Background: an optimization exercise with open tools, aiming at small area, a short achievable clock period and few clock cycles. Do not read the settings as production practice. RTL that was checked went through simulation tests only; none was proved equivalent to the original. Power figures rest on the tool's default switching activity, not on a simulated workload.

==> module accum_lane, before the edit <==
module accum_lane
#(
    parameter int IN_W  = 17,
    parameter int ACC_W = 24,
    parameter int L0_W  = 9
) (
    input  logic             clk,
    input  logic             clr_i,    
    input  logic             en_i,     
    input  logic [IN_W-1:0]  in_i,
    output logic [ACC_W-1:0] acc_o,
    output logic             ovf_o
);
    localparam int L1_W = IN_W - L0_W;
    localparam int HI_W = ACC_W - IN_W;
    logic [L0_W-1:0] lo0_q, lo0_s, lo0_n;
    logic [L1_W-1:0] lo1_q, lo1_s, b1;
    logic [HI_W-1:0] hi_q, hi_s;
    logic            c0_q, c0_s, c1_q, c1_s, hc, ovf_q, sat;
    assign b1            = in_i[IN_W-1:L0_W] & {L1_W{en_i}};
    assign {c0_s, lo0_s} = {1'b0, lo0_q} + {1'b0, in_i[L0_W-1:0]};
    assign {c1_s, lo1_s} = {1'b0, lo1_q} + {1'b0, b1} + {{L1_W{1'b0}}, c0_q};
    assign {hc, hi_s}    = {1'b0, hi_q} + {{HI_W{1'b0}}, c1_q};
    assign sat           = ovf_q | hc;
    assign lo0_n         = en_i ? lo0_s : lo0_q;
    always_ff @(posedge clk) begin
        lo0_q <= (lo0_n | {L0_W{sat}}) & {L0_W{~clr_i}};
        lo1_q <= (lo1_s | {L1_W{sat}}) & {L1_W{~clr_i}};
        hi_q  <= (hi_s | {HI_W{sat}}) & {HI_W{~clr_i}};
        c0_q  <= en_i & c0_s & ~clr_i;
        c1_q  <= c1_s & ~clr_i;
        ovf_q <= sat & ~clr_i;
    end
    assign acc_o = {hi_q, lo1_q, lo0_q};
    assign ovf_o = ovf_q;
endmodule
clock: 4.8 ns
lec_check: 0
cap_margin: 20
core_margin: 2
core_utilization: 45
setup_slack_margin: 2.4
slew_margin: 20
standard.sh (not shown) runs the stock make flow with config.mk's settings and CLKGATE_MAP_FILE= SYNTH_SCRIPT=/design/flow/synth_recipe.tcl, a recipe that flattens the netlist after the stock synthesis.
==> flow/flow/run.sh <==
#!/bin/bash
# Layout flow: the standard layout (standard.sh, ORFS with the standard synthesis), with two
# changes: the port buffers are buf_2 cells instead of the resizer's default pick, and the pins
# may sit on adjacent routing tracks, so the die need not grow to fit 1360 pins.
# Each tool's full output is kept in a log file of its own in this folder.
set -euo pipefail
export BUFFER_PORTS_ARGS="-buffer_cell sky130_fd_sc_hd__buf_2"
export PLACE_PINS_ARGS="-min_distance 1 -min_distance_in_tracks"
bash standard.sh synth > synth.log 2>&1
bash standard.sh > layout.log 2>&1
Edit:
--- a/flow/design.v
+++ b/flow/design.v
@@ -16,21 +16,21 @@
 );
     localparam int L1_W = IN_W - L0_W;
     localparam int HI_W = ACC_W - IN_W;
-    logic [L0_W-1:0] lo0_q, lo0_s, lo0_n;
-    logic [L1_W-1:0] lo1_q, lo1_s, b1;
+    logic [L0_W-1:0] lo0_q, lo0_s;
+    logic [L1_W-1:0] lo1_q, lo1_s;
     logic [HI_W-1:0] hi_q, hi_s;
+    logic [IN_W-1:0] b;
     logic            c0_q, c0_s, c1_q, c1_s, hc, ovf_q, sat;
-    assign b1            = in_i[IN_W-1:L0_W] & {L1_W{en_i}};
-    assign {c0_s, lo0_s} = {1'b0, lo0_q} + {1'b0, in_i[L0_W-1:0]};
-    assign {c1_s, lo1_s} = {1'b0, lo1_q} + {1'b0, b1} + {{L1_W{1'b0}}, c0_q};
+    assign b             = in_i & {IN_W{en_i}};
+    assign {c0_s, lo0_s} = {1'b0, lo0_q} + {1'b0, b[L0_W-1:0]};
+    assign {c1_s, lo1_s} = {1'b0, lo1_q} + {1'b0, b[IN_W-1:L0_W]} + {{L1_W{1'b0}}, c0_q};
     assign {hc, hi_s}    = {1'b0, hi_q} + {{HI_W{1'b0}}, c1_q};
     assign sat           = ovf_q | hc;
-    assign lo0_n         = en_i ? lo0_s : lo0_q;
     always_ff @(posedge clk) begin
-        lo0_q <= (lo0_n | {L0_W{sat}}) & {L0_W{~clr_i}};
+        lo0_q <= (lo0_s | {L0_W{sat}}) & {L0_W{~clr_i}};
         lo1_q <= (lo1_s | {L1_W{sat}}) & {L1_W{~clr_i}};
         hi_q  <= (hi_s | {HI_W{sat}}) & {HI_W{~clr_i}};
-        c0_q  <= en_i & c0_s & ~clr_i;
+        c0_q  <= c0_s & ~clr_i;
         c1_q  <= c1_s & ~clr_i;
         ovf_q <= sat & ~clr_i;
     end
Outcome: The new run did not get past global routing (5_1_grt) on GRT-0232; area after synthesis shrinks by a few percent; synthesized cell count shrinks by a few percent.
Function was not checked in any run of this note: the RTL went through the layout flow alone.


The RTL this note starts from:
==> flow/design.v <==
package accum_pkg;
    localparam int LO_W = 17;    
endpackage
module accum_lane
#(
    parameter int IN_W  = 17,
    parameter int ACC_W = 24
) (
    input  logic             clk,
    input  logic             clr_i,    
    input  logic             en_i,     
    input  logic [IN_W-1:0]  in_i,
    output logic [ACC_W-1:0] acc_o,
    output logic             ovf_o
);
    localparam int HI_W = ACC_W - IN_W;
    logic [IN_W-1:0] lo_q, lo_m, lo_s;
    logic [HI_W-1:0] hi_q, hi_m, hi_s;
    logic            c_q, c_m, c_s, hc, ovf_q, ovf_m, sat;
    always_comb begin
        lo_m       = lo_q & {IN_W{~clr_i}};
        hi_m       = hi_q & {HI_W{~clr_i}};
        c_m        = c_q & ~clr_i;
        ovf_m      = ovf_q & ~clr_i;
        {c_s, lo_s} = {1'b0, lo_m} + {1'b0, in_i & {IN_W{en_i}}};
        {hc, hi_s}  = {1'b0, hi_m} + {{HI_W{1'b0}}, c_m};
        sat        = ovf_m | hc;
    end
    always_ff @(posedge clk) begin
        lo_q  <= lo_s | {IN_W{sat}};
        hi_q  <= hi_s | {HI_W{sat}};
        c_q   <= c_s;
        ovf_q <= sat;
    end
    assign acc_o = {hi_q, lo_q};
    assign ovf_o = ovf_q;
endmodule
module accum_bank_ctl
#(
    parameter int NUM_CH   = 32,
    parameter int IN_W     = 17,
    parameter int ACC_W    = 24,
    parameter int CNT_W    = 8
) (
    input  logic                    clk,
    input  logic                    reset_n,
    input  logic                    start,
    input  logic [CNT_W-1:0]        len,
    input  logic                    in_valid,
    output logic                    in_ready,
    input  logic [NUM_CH*IN_W-1:0]  accum_i,
    output logic                    out_valid,
    input  logic                    out_ready,
    output logic [NUM_CH*ACC_W-1:0] result,
    output logic [NUM_CH-1:0]       ovf,
    output logic                    busy
);
    logic             busy_q, rdy_q, vld_q, settle_q, clr_q;
    logic [CNT_W-1:0] cnt_q;
    logic             go, beat, last;
    assign go   = start & (~busy_q | (vld_q & out_ready));
    assign beat = in_valid & rdy_q;
    assign last = beat & (cnt_q == CNT_W'(1));
    always_ff @(posedge clk or negedge reset_n) begin
        if (!reset_n) begin
            busy_q   <= 1'b0;
            rdy_q    <= 1'b0;
            vld_q    <= 1'b0;
            settle_q <= 1'b0;
            clr_q    <= 1'b0;
            cnt_q    <= '0;
        end else begin
            clr_q    <= go;
            settle_q <= go ? ~|len : last;
            if (go) begin
                busy_q <= 1'b1;
                rdy_q  <= |len;
                vld_q  <= 1'b0;
                cnt_q  <= len;
            end else begin
                if (beat) cnt_q <= cnt_q - CNT_W'(1);
                if (last) rdy_q <= 1'b0;
                if (settle_q) vld_q <= 1'b1;
                if (vld_q & out_ready) begin
                    vld_q  <= 1'b0;
                    busy_q <= 1'b0;
                end
            end
        end
    end
    for (genvar i = 0; i < NUM_CH; i++) begin : g_lane
        accum_lane #(.IN_W(IN_W), .ACC_W(ACC_W)) u_lane (
            .clk    (clk),
            .clr_i  (clr_q),
            .en_i   (beat),
            .in_i   (accum_i[i*IN_W +: IN_W]),
            .acc_o  (result[i*ACC_W +: ACC_W]),
            .ovf_o  (ovf[i])
        );
    end
    assign in_ready  = rdy_q;
    assign out_valid = vld_q;
    assign busy      = busy_q;
endmodule
Settings: LEC_CHECK=0, CAP_MARGIN=20, CORE_MARGIN=2, CORE_UTILIZATION=40, SETUP_SLACK_MARGIN=2.0, SLEW_MARGIN=20; clock period 4.8 ns.
run.sh (not shown) runs the stock make flow with config.mk's settings and CLKGATE_MAP_FILE= SYNTH_SCRIPT=/design/flow/synth_recipe.tcl, a recipe that flattens the netlist after the stock synthesis.
Stock flow here: none of the scripts above is used.
Testbench counts at the start, summed over its fixed seeds: cycles 17,539.
Next try:
--- a/flow/design.v
+++ b/flow/design.v
@@ -10,32 +10,24 @@
     input  logic             clr_i,    
     input  logic             en_i,     
     input  logic [IN_W-1:0]  in_i,
     output logic [ACC_W-1:0] acc_o,
     output logic             ovf_o
 );
-    localparam int HI_W = ACC_W - IN_W;
-    logic [IN_W-1:0] lo_q, lo_m, lo_s;
-    logic [HI_W-1:0] hi_q, hi_m, hi_s;
-    logic            c_q, c_m, c_s, hc, ovf_q, ovf_m, sat;
+    logic [ACC_W-1:0] acc_q, acc_m, acc_s;
+    logic             c_s, ovf_q, sat;
     always_comb begin
-        lo_m       = lo_q & {IN_W{~clr_i}};
-        hi_m       = hi_q & {HI_W{~clr_i}};
-        c_m        = c_q & ~clr_i;
-        ovf_m      = ovf_q & ~clr_i;
-        {c_s, lo_s} = {1'b0, lo_m} + {1'b0, in_i & {IN_W{en_i}}};
-        {hc, hi_s}  = {1'b0, hi_m} + {{HI_W{1'b0}}, c_m};
-        sat        = ovf_m | hc;
+        acc_m        = acc_q & {ACC_W{~clr_i}};
+        {c_s, acc_s} = {1'b0, acc_m} + {{(ACC_W-IN_W+1){1'b0}}, in_i & {IN_W{en_i}}};
+        sat          = (ovf_q & ~clr_i) | c_s;
     end
     always_ff @(posedge clk) begin
-        lo_q  <= lo_s | {IN_W{sat}};
-        hi_q  <= hi_s | {HI_W{sat}};
-        c_q   <= c_s;
+        acc_q <= acc_s | {ACC_W{sat}};
         ovf_q <= sat;
     end
-    assign acc_o = {hi_q, lo_q};
+    assign acc_o = acc_q;
     assign ovf_o = ovf_q;
 endmodule
 module accum_bank_ctl
 #(
     parameter int NUM_CH   = 32,
     parameter int IN_W     = 17,
@@ -68,22 +60,22 @@
             vld_q    <= 1'b0;
             settle_q <= 1'b0;
             clr_q    <= 1'b0;
             cnt_q    <= '0;
         end else begin
             clr_q    <= go;
-            settle_q <= go ? ~|len : last;
+            settle_q <= go & ~|len;
             if (go) begin
                 busy_q <= 1'b1;
                 rdy_q  <= |len;
                 vld_q  <= 1'b0;
                 cnt_q  <= len;
             end else begin
                 if (beat) cnt_q <= cnt_q - CNT_W'(1);
                 if (last) rdy_q <= 1'b0;
-                if (settle_q) vld_q <= 1'b1;
+                if (settle_q | last) vld_q <= 1'b1;
                 if (vld_q & out_ready) begin
                     vld_q  <= 1'b0;
                     busy_q <= 1'b0;
                 end
             end
         end
Effect: Final cell count rose by about 3%; wire length climbs by 3.4%; flip-flop and latch count goes down by 32; total power climbs by 6.5%; final area rises by 2.4%.
Function not checked in the second run of this note: the RTL went through the layout flow alone.


JK:
accum_bank_ctl, a different RTL version from the one above (not shown whole).
For scale: roughly 7,500 cells after synthesis, ~880 flip-flops, ~1,400 I/O pins, ~62,000 um^2 of cells after synthesis.
==> module accum_lane, before the edit <==
module accum_lane
#(
    parameter int IN_W  = 17,
    parameter int ACC_W = 24,
    parameter int L0_W  = 9
) (
    input  logic             clk,
    input  logic             clr_i,    
    input  logic             en_i,     
    input  logic             set_i,    
    input  logic [IN_W-1:0]  in_i,
    output logic [ACC_W-1:0] acc_o,
    output logic             ovf_o
);
    localparam int L1_W = IN_W - L0_W;
    localparam int HI_W = ACC_W - IN_W;
    logic [L0_W-1:0] lo0_q, lo0_s, lo0_n;
    logic [L1_W-1:0] lo1_q, lo1_s, lo1_i, lo1_n;
    logic [HI_W-1:0] hi_q, hi_s;
    logic            c0_q, c0_s, c0_t, c1_q, c1_s, c1_i, hc, ovf_q, sat;
    assign {c0_s, lo0_s} = {1'b0, lo0_q} + {1'b0, in_i[L0_W-1:0]};
    assign {c1_s, lo1_s} = {1'b0, lo1_q} + {1'b0, in_i[IN_W-1:L0_W]} + {{L1_W{1'b0}}, c0_q};
    assign c0_t          = c0_q & set_i;
    assign {c1_i, lo1_i} = {1'b0, lo1_q} + {{L1_W{1'b0}}, c0_t};
    assign {hc, hi_s}    = {1'b0, hi_q} + {{(HI_W-1){1'b0}}, c1_q & c1_i, c1_q ^ c1_i};
    assign sat           = ovf_q | hc;
    assign lo0_n = en_i ? lo0_s : lo0_q;
    assign lo1_n = en_i ? lo1_s : lo1_i;
    always_ff @(posedge clk) begin
        lo0_q <= (lo0_n | {L0_W{sat}}) & {L0_W{~clr_i}};
        lo1_q <= (lo1_n | {L1_W{sat}}) & {L1_W{~clr_i}};
        hi_q  <= (hi_s | {HI_W{sat}}) & {HI_W{~clr_i}};
        c0_q  <= (en_i ? c0_s : c0_q & ~set_i) & ~clr_i;
        c1_q  <= en_i & c1_s & ~clr_i;
        ovf_q <= sat & ~clr_i;
    end
    assign acc_o = {hi_q, lo1_q, lo0_q};
    assign ovf_o = ovf_q;
endmodule
==> module accum_bank_ctl, before the edit <==
module accum_bank_ctl
#(
    parameter int NUM_CH   = 32,
    parameter int IN_W     = 17,
    parameter int ACC_W    = 24,
    parameter int CNT_W    = 8
) (
    input  logic                    clk,
    input  logic                    reset_n,
    input  logic                    start,
    input  logic [CNT_W-1:0]        len,
    input  logic                    in_valid,
    output logic                    in_ready,
    input  logic [NUM_CH*IN_W-1:0]  accum_i,
    output logic                    out_valid,
    input  logic                    out_ready,
    output logic [NUM_CH*ACC_W-1:0] result,
    output logic [NUM_CH-1:0]       ovf,
    output logic                    busy
);
    logic             busy_q, rdy_q, vld_q, settle_q;
    logic [CNT_W-1:0] cnt_q;
    logic             go, beat, last;
    assign go   = start & (~busy_q | (vld_q & out_ready));
    assign beat = in_valid & rdy_q;
    assign last = beat & (cnt_q == CNT_W'(1));
    always_ff @(posedge clk or negedge reset_n) begin
        if (!reset_n) begin
            busy_q   <= 1'b0;
            rdy_q    <= 1'b0;
            vld_q    <= 1'b0;
            settle_q <= 1'b0;
            cnt_q    <= '0;
        end else begin
            settle_q <= ~go & last;
            if (go) begin
                busy_q <= 1'b1;
                rdy_q  <= |len;
                vld_q  <= ~|len;
                cnt_q  <= len;
            end else begin
                if (beat) cnt_q <= cnt_q - CNT_W'(1);
                if (last) rdy_q <= 1'b0;
                if (settle_q) vld_q <= 1'b1;
                if (vld_q & out_ready) begin
                    vld_q  <= 1'b0;
                    busy_q <= 1'b0;
                end
            end
        end
    end
    for (genvar i = 0; i < NUM_CH; i++) begin : g_lane
        accum_lane #(.IN_W(IN_W), .ACC_W(ACC_W)) u_lane (
            .clk    (clk),
            .clr_i  (go),
            .en_i   (beat),
            .set_i  (settle_q),
            .in_i   (accum_i[i*IN_W +: IN_W]),
            .acc_o  (result[i*ACC_W +: ACC_W]),
            .ovf_o  (ovf[i])
        );
    end
    assign in_ready  = rdy_q;
    assign out_valid = vld_q;
    assign busy      = busy_q;
endmodule
export LEC_CHECK = 0
export CAP_MARGIN = 20
export CORE_MARGIN = 2
export CORE_UTILIZATION = 50
export SETUP_SLACK_MARGIN = 2.4
export SLEW_MARGIN = 20
create_clock -name core_clock -period 4.8 [get_ports {clk}]
standard.sh (not shown) runs the stock make flow with config.mk's settings and CLKGATE_MAP_FILE= SYNTH_SCRIPT=/design/flow/synth_recipe.tcl, a recipe that flattens the netlist after the stock synthesis.
==> flow/flow/run.sh <==
#!/bin/bash
# Layout flow: the standard layout (standard.sh, ORFS with the standard synthesis), with two
# changes: the port buffers are buf_1 cells instead of the resizer's default pick, and the pins
# may sit on adjacent routing tracks, so the die need not grow to fit 1360 pins.
# Each tool's full output is kept in a log file of its own in this folder.
set -euo pipefail
export BUFFER_PORTS_ARGS="-buffer_cell sky130_fd_sc_hd__buf_1"
export PLACE_PINS_ARGS="-min_distance 1 -min_distance_in_tracks"
bash standard.sh synth > synth.log 2>&1
bash standard.sh > layout.log 2>&1
JK did not stop at any stage, and its layout met the timing, design-rule and antenna checks.
diff inputs: JK => MS
==> flow/design.v, changed modules only <==
module accum_lane
#(
    parameter int IN_W  = 17,
    parameter int ACC_W = 24,
    parameter int L0_W  = 9
) (
    input  logic             clk,
    input  logic             clr_i,    
    input  logic             en_i,     
    input  logic [IN_W-1:0]  in_i,
    output logic [ACC_W-1:0] acc_o,
    output logic             ovf_o
);
    localparam int L1_W = IN_W - L0_W;
    localparam int HI_W = ACC_W - IN_W;
    logic [L0_W-1:0] lo0_q, lo0_s, lo0_n;
    logic [L1_W-1:0] lo1_q, lo1_s, lo1_i, lo1_n;
    logic [HI_W-1:0] hi_q, hi_s;
    logic            c0_q, c0_s, c1_q, c1_s, c1_i, c1_n, hc, ovf_q, sat;
    assign {c0_s, lo0_s} = {1'b0, lo0_q} + {1'b0, in_i[L0_W-1:0]};
    assign {c1_s, lo1_s} = {1'b0, lo1_q} + {1'b0, in_i[IN_W-1:L0_W]} + {{L1_W{1'b0}}, c0_q};
    assign {c1_i, lo1_i} = {1'b0, lo1_q} + {{L1_W{1'b0}}, c0_q};
    assign {hc, hi_s}    = {1'b0, hi_q} + {{HI_W{1'b0}}, c1_q};
    assign sat           = ovf_q | hc;
    assign lo0_n = en_i ? lo0_s : lo0_q;
    assign lo1_n = en_i ? lo1_s : lo1_i;
    assign c1_n  = en_i ? c1_s : c1_i;
    always_ff @(posedge clk) begin
        lo0_q <= (lo0_n | {L0_W{sat}}) & {L0_W{~clr_i}};
        lo1_q <= (lo1_n | {L1_W{sat}}) & {L1_W{~clr_i}};
        hi_q  <= (hi_s | {HI_W{sat}}) & {HI_W{~clr_i}};
        c0_q  <= en_i & c0_s & ~clr_i;
        c1_q  <= c1_n & ~clr_i;
        ovf_q <= sat & ~clr_i;
    end
    assign acc_o = {hi_q, lo1_q, lo0_q};
    assign ovf_o = ovf_q;
endmodule
module accum_bank_ctl
#(
    parameter int NUM_CH   = 32,
    parameter int IN_W     = 17,
    parameter int ACC_W    = 24,
    parameter int CNT_W    = 8
) (
    input  logic                    clk,
    input  logic                    reset_n,
    input  logic                    start,
    input  logic [CNT_W-1:0]        len,
    input  logic                    in_valid,
    output logic                    in_ready,
    input  logic [NUM_CH*IN_W-1:0]  accum_i,
    output logic                    out_valid,
    input  logic                    out_ready,
    output logic [NUM_CH*ACC_W-1:0] result,
    output logic [NUM_CH-1:0]       ovf,
    output logic                    busy
);
    logic             busy_q, rdy_q, vld_q;
    logic [1:0]       settle_q;
    logic [CNT_W-1:0] cnt_q;
    logic             go, beat, last;
    assign go   = start & (~busy_q | (vld_q & out_ready));
    assign beat = in_valid & rdy_q;
    assign last = beat & (cnt_q == CNT_W'(1));
    always_ff @(posedge clk or negedge reset_n) begin
        if (!reset_n) begin
            busy_q   <= 1'b0;
            rdy_q    <= 1'b0;
            vld_q    <= 1'b0;
            settle_q <= '0;
            cnt_q    <= '0;
        end else begin
            settle_q <= {settle_q[0], last} & {2{~go}};
            if (go) begin
                busy_q <= 1'b1;
                rdy_q  <= |len;
                vld_q  <= ~|len;
                cnt_q  <= len;
            end else begin
                if (beat) cnt_q <= cnt_q - CNT_W'(1);
                if (last) rdy_q <= 1'b0;
                if (settle_q[1]) vld_q <= 1'b1;
                if (vld_q & out_ready) begin
                    vld_q  <= 1'b0;
                    busy_q <= 1'b0;
                end
            end
        end
    end
    for (genvar i = 0; i < NUM_CH; i++) begin : g_lane
        accum_lane #(.IN_W(IN_W), .ACC_W(ACC_W)) u_lane (
            .clk    (clk),
            .clr_i  (go),
            .en_i   (beat),
            .in_i   (accum_i[i*IN_W +: IN_W]),
            .acc_o  (result[i*ACC_W +: ACC_W]),
            .ovf_o  (ovf[i])
        );
    end
    assign in_ready  = rdy_q;
    assign out_valid = vld_q;
    assign busy      = busy_q;
endmodule
### Flow results
MS has more setup slack than JK.
dfrtp_4 as the cell type of the slowest stage on the worst timing path was reported by JK, and dfrtp_2 by MS.
In the reports for MS and JK, the smaller design area belongs to MS.
The met3 wirelength from detailed routing in MS is 0.836 times that in JK.
Post-route minimum period was lower in MS than in JK.
Starting DRC count in detailed routing: MS and JK compared, higher one is JK
Compared MS vs JK, and largest stage delay on the critical path is down in MS.
Testbench counts of MS, summed over its fixed seeds: cycles 17,923.
Only the layout flow was run in JK; the RTL was not checked for function there.

separate check: timing with driven ports:
No port has a modelled driver above. Below, the same layouts with a new extraction and two added sets of constraints.
Step 1 (the two cells are an assumption about what drives the block):
set clk [get_ports {clk}]
set_driving_cell -lib_cell sky130_fd_sc_hd__clkbuf_16 $clk
set_driving_cell -lib_cell sky130_fd_sc_hd__buf_2 [delete_from_list [all_inputs] $clk]
Step 2 also shifts input and output timing later by t, the mid clock arrival at the registers, as if the neighbouring blocks saw the same clock.
Slacks: ideal / step 1 / step 2; pairs: ideal / step 1.
| run | t, ns | setup WS [ns] | latest minus earliest clock arrival (ns) |
|---|---|---|---|
| the first run of note 1 | 0.776 | 1.959 / 1.852 / 1.077 | 0.025 / 0.025 |
| the first run of note 2 | 0.805 | 1.566 / 1.566 / 0.824 | 0.034 / 0.033 |
| the second run of note 2 | 0.810 | 1.220 / 1.220 / 0.552 | 0.029 / 0.029 |
| JK | 0.810 | 1.427 / 1.427 / 1.427 | 0.027 / 0.027 |
| MS | 0.801 | 2.418 / 2.334 / 1.771 | 0.026 / 0.026 |
After both steps setup and hold are still met in every run listed. For the first run of note 1, which loses most, drivers alone change the setup slack by -0.107 ns; drivers and shift together by -0.882 ns.
